What follows belongs to an exercise in optimizing a design on an open flow for small area; a production flow would make more cautious choices.
Function was checked by simulation only, so behaviour that the tests miss may differ from the original.
No activity file was given, so power comes from the tool's default toggle rates.

// core_top
module core_top (
	input  logic        clk_i,
	input  logic        rst_n_i,
	input  logic        fetch_enable_i,
	output logic        instr_req_o,
	output logic [31:0] instr_addr_o,
	input  logic        instr_gnt_i,
	input  logic        instr_rvalid_i,
	input  logic [31:0] instr_rdata_i,
	output logic        data_req_o,
	output logic        data_we_o,
	output logic [31:0] data_addr_o,
	output logic [31:0] data_wdata_o,
	input  logic        data_gnt_i,
	input  logic        data_rvalid_i,
	input  logic [31:0] data_rdata_i,
	output logic        core_busy_o
);
Size: about 1800 cells after synthesis, ~1100 flip-flops, ~170 I/O pins, about 26000 sq um of cells after synthesis.
clock: 10.0 ns
lec_check: 0
abc_area: 1
cap_margin: 20
cell_pad_in_sites_detail_placement: 0
cell_pad_in_sites_global_placement: 0
core_margin: 2
core_utilization: 60
place_density: 0.7
slew_margin: 20
standard.sh (not shown) runs the stock make flow with config.mk's settings and CLKGATE_MAP_FILE= SYNTH_SCRIPT=/design/flow/synth_recipe.tcl, a recipe that flattens the netlist after the stock synthesis.
==> flow/flow/run.sh <==
#!/bin/bash
set -euo pipefail
export BUFFER_PORTS_ARGS="-buffer_cell sky130_fd_sc_hd__buf_1"
export CTS_ARGS="-sink_clustering_enable -repair_clock_nets -dont_use_dummy_load -buf_list sky130_fd_sc_hd__clkbuf_8 -sink_clustering_size 20 -sink_clustering_max_diameter 50"
bash standard.sh > standard_flow.log 2>&1
Next try:
==> flow/flow/run.sh (replaced) <==
#!/bin/bash
set -euo pipefail
export BUFFER_PORTS_ARGS="-buffer_cell sky130_fd_sc_hd__buf_1"
export CTS_ARGS="-sink_clustering_enable -repair_clock_nets -dont_use_dummy_load -buf_list sky130_fd_sc_hd__clkbuf_8 -sink_clustering_size 22 -sink_clustering_max_diameter 50"
bash standard.sh > standard_flow.log 2>&1
Settings changed: ABC_AREA 1 to 0.
Result: Routed wire length shrinks by a few percent. Die area rises slightly. Hold slack gets worse by 63 ps. Final area grows slightly. Via count is lower by a few percent. Worst setup slack gets worse by 1100 ps.
Next try:
--- a/flow/flow/run.sh
+++ b/flow/flow/run.sh
@@ -4,0 +5,3 @@
+bash standard.sh synth > synth.log 2>&1
+export SYNTH_ODB="$PWD/orfs/results/$FLOW_PLATFORM/core_top/base/1_synth.odb"
+openroad -no_init -exit flow/downsize.tcl > downsize.log 2>&1
==> flow/flow/downsize.tcl (new file) <==
# Swap every combinational cell that synthesis sized up back to its
# smallest drive strength; flip-flops and clock cells are left alone.
# Timing slack is several ns, and later repair steps size up where needed.
read_db $::env(SYNTH_ODB)
set db [ord::get_db]
set block [[$db getChip] getBlock]
set n 0
foreach inst [$block getInsts] {
  set name [[$inst getMaster] getName]
  if {![regexp {^sky130_fd_sc_hd__([a-z0-9]+)_([0-9]+)$} $name -> fn drv]} { continue }
  if {$drv <= 1} { continue }
  if {[regexp {^(df|edf|sdf|sedf|dl|clk|tap|fill|decap|conb)} $fn]} { continue }
  foreach t {1 0} {
    set m [$db findMaster sky130_fd_sc_hd__${fn}_$t]
    if {$m ne "NULL"} {
      $inst swapMaster $m
      incr n
      break
    }
  }
}
puts "downsized $n instances"
write_db $::env(SYNTH_ODB)
Settings changed: ABC_AREA 0 to 1.
The new run went through all stages and came out clean.
Sequential cell count does not change.
Clock power is about the same.
Fmax rose by 25%.
Count of clock-buffer cells in the layout fell by 1.
Global-route usage rose by 0.73 points.
Final area fell by 0.75%.

core_top, a different RTL version from the one above (not shown whole).
For scale: about 1100 flip-flops, ~170 I/O pins.
clock: 10.0 ns
lec_check: 0
abc_area: 1
cap_margin: 20
cell_pad_in_sites_detail_placement: 0
cell_pad_in_sites_global_placement: 0
core_margin: 2
core_utilization: 60
place_density: 0.65
slew_margin: 20
==> flow/flow/run.sh <==
#!/bin/bash
set -euo pipefail
export BUFFER_PORTS_ARGS="-buffer_cell sky130_fd_sc_hd__buf_1"
export CTS_ARGS="-sink_clustering_enable -repair_clock_nets -dont_use_dummy_load -buf_list sky130_fd_sc_hd__clkbuf_8 -sink_clustering_size 22 -sink_clustering_max_diameter 60"
sed "s|SYNTH_SCRIPT=[^ ]*|SYNTH_SCRIPT=$PWD/flow/my_synth.tcl|" standard.sh > my_synth.sh
bash my_synth.sh synth > synth.log 2>&1
export SYNTH_ODB="$PWD/orfs/results/$FLOW_PLATFORM/core_top/base/1_synth.odb"
openroad -no_init -exit flow/downsize.tcl > downsize.log 2>&1
bash standard.sh > standard_flow.log 2>&1
==> flow/flow/area.abc <==
strash
dch -f
amap
topo
dnsize -c
==> flow/flow/downsize.tcl <==
# Swap every combinational cell that synthesis sized up back to its
# smallest drive strength; flip-flops and clock cells are left alone.
# Timing slack is several ns, and later repair steps size up where needed.
read_db $::env(SYNTH_ODB)
set db [ord::get_db]
set block [[$db getChip] getBlock]
set n 0
foreach inst [$block getInsts] {
  set name [[$inst getMaster] getName]
  if {![regexp {^sky130_fd_sc_hd__([a-z0-9]+)_([0-9]+)$} $name -> fn drv]} { continue }
  if {$drv <= 1} { continue }
  if {[regexp {^(df|edf|sdf|sedf|dl|clk|tap|fill|decap|conb)} $fn]} { continue }
  foreach t {1 0} {
    set m [$db findMaster sky130_fd_sc_hd__${fn}_$t]
    if {$m ne "NULL"} {
      $inst swapMaster $m
      incr n
      break
    }
  }
}
puts "downsized $n instances"
write_db $::env(SYNTH_ODB)
==> flow/flow/my_synth.tcl <==
# The standard synthesis (synth_recipe.tcl), with one change: abc maps
# the combinational logic with the area script flow/area.abc instead of
# ORFS's own. Flip-flops are mapped before abc runs, so they are unchanged.
set flow_dir [file dirname [file normalize [info script]]]
proc abc {args} {
  global flow_dir
  set i [lsearch $args -script]
  if {$i >= 0} { lset args [expr {$i + 1}] [file join $flow_dir area.abc] }
  yosys abc {*}$args
}
source [file join [file dirname $flow_dir] synth_recipe.tcl]
The first run passed the timing, design-rule and antenna checks.
Change:
--- a/flow/config.mk
+++ b/flow/config.mk
@@ -14 +14 @@
-export PLACE_DENSITY = 0.65
+export PLACE_DENSITY = 0.75
Outcome: Core utilization stays flat; worst hold slack improved by 0.0077 ns; synthesized area is unchanged; critical path depth went up by 1; die area does not change; first-iteration DRC count went up by 20%; maximum frequency went up by 4.5%.
Change:
--- a/flow/flow/run.sh
+++ b/flow/flow/run.sh
@@ -4 +4 @@
-export CTS_ARGS="-sink_clustering_enable -repair_clock_nets -dont_use_dummy_load -buf_list sky130_fd_sc_hd__clkbuf_8 -sink_clustering_size 22 -sink_clustering_max_diameter 60"
+export CTS_ARGS="-sink_clustering_enable -repair_clock_nets -dont_use_dummy_load -buf_list sky130_fd_sc_hd__clkbuf_8 -sink_clustering_size 22 -sink_clustering_max_diameter 50"
--- a/flow/config.mk
+++ b/flow/config.mk
@@ -14 +14 @@
-export PLACE_DENSITY = 0.75
+export PLACE_DENSITY = 0.7
Count of clock-buffer cells in the layout goes up by 8; worst setup slack got worse by 0.30 ns; synthesized cell count stays the same.
Change:
--- a/flow/flow/run.sh
+++ b/flow/flow/run.sh
@@ -4 +4 @@
-export CTS_ARGS="-sink_clustering_enable -repair_clock_nets -dont_use_dummy_load -buf_list sky130_fd_sc_hd__clkbuf_8 -sink_clustering_size 22 -sink_clustering_max_diameter 50"
+export CTS_ARGS="-sink_clustering_enable -repair_clock_nets -dont_use_dummy_load -buf_list sky130_fd_sc_hd__clkbuf_8 -sink_clustering_size 22 -sink_clustering_max_diameter 60"
The new run finished clean.
Worst setup slack got worse by 0.044 ns.
Critical path depth stays the same.
Total power fell slightly.
Via count is about the same.
Combinational power rose slightly.
Cell count fell slightly.
Cell area fell slightly.
Utilization fell by 0.26 points.
Sequential power stays flat.
Routed wire length stays flat.
Flip-flop and latch count is unchanged.
Change:
--- a/flow/flow/run.sh
+++ b/flow/flow/run.sh
@@ -4 +4 @@
-export CTS_ARGS="-sink_clustering_enable -repair_clock_nets -dont_use_dummy_load -buf_list sky130_fd_sc_hd__clkbuf_8 -sink_clustering_size 22 -sink_clustering_max_diameter 60"
+export CTS_ARGS="-sink_clustering_enable -repair_clock_nets -dont_use_dummy_load -buf_list sky130_fd_sc_hd__clkbuf_8 -sink_clustering_size 20 -sink_clustering_max_diameter 60"
The changed run passed the timing, design-rule and antenna checks.
Utilization grows by 0.29 points.
First-iteration DRC count shrinks by about 3%.
Power grows by about 1.3%.
Via count hardly moves.
Global-route usage grows by 0.32 points.
Clock-buffer cell count grows by 9.
Die area stays the same.
Clock skew shrinks by 0.034 ns.
Sequential share of layout area shrinks by 0.35 points.
Final cell count grows by about 0.36%.
Change:
--- a/flow/flow/run.sh
+++ b/flow/flow/run.sh
@@ -4 +4 @@
-export CTS_ARGS="-sink_clustering_enable -repair_clock_nets -dont_use_dummy_load -buf_list sky130_fd_sc_hd__clkbuf_8 -sink_clustering_size 20 -sink_clustering_max_diameter 60"
+export CTS_ARGS="-sink_clustering_enable -repair_clock_nets -dont_use_dummy_load -buf_list sky130_fd_sc_hd__clkbuf_8 -sink_clustering_size 21 -sink_clustering_max_diameter 60"
What happened:
- cell count is about the same
- combinational power stays flat
- wire length barely changes
- worst hold slack got worse by 0.0050 ns
- global-route usage barely changes

## what the ideal ports hide
No port has a modelled driver above. Below, the same layouts with a new extraction and two added sets of constraints.
Step 1 sets driving cells, clkbuf_16 on the clock port and buf_2 on the other inputs (assumed; they add their load-dependent delay and slew).
Step 2 also shifts input and output timing later by t, the mid clock arrival at the registers, as if the neighbouring blocks saw the same clock.
a / b / c = ideal ports / drivers / drivers and shift; a / b = the first two.
run	t, ns	setup slack, ns	worst setup path after step 2	clock arrival spread, ns	pins driven straight from the clock port
the first run of note 1	0.663	6.161 / 6.135 / 5.801	input to register	0.110 / 0.110	1
the second run of note 1	0.685	5.069 / 5.069 / 5.069	register to register	0.093 / 0.094	1
the third run of note 1	0.664	6.056 / 6.077 / 5.412	input to register	0.099 / 0.099	1
the first run of note 2	0.691	3.788 / 3.788 / 3.788	register to register	0.111 / 0.111	1
the second run of note 2	0.705	4.053 / 4.053 / 4.053	register to register	0.089 / 0.089	1
the third run of note 2	0.699	3.755 / 3.755 / 3.755	register to register	0.090 / 0.090	1
the fourth run of note 2	0.710	3.712 / 3.712 / 3.712	register to register	0.119 / 0.119	1
the fifth run of note 2	0.692	3.666 / 3.666 / 3.666	register to register	0.085 / 0.085	1
the sixth run of note 2	0.687	3.681 / 3.681 / 3.681	register to register	0.089 / 0.090	1
After both steps every run listed still meets setup and hold. For the third run of note 1, which loses most, drivers alone change the setup slack by +0.021 ns; drivers and shift together by -0.644 ns.
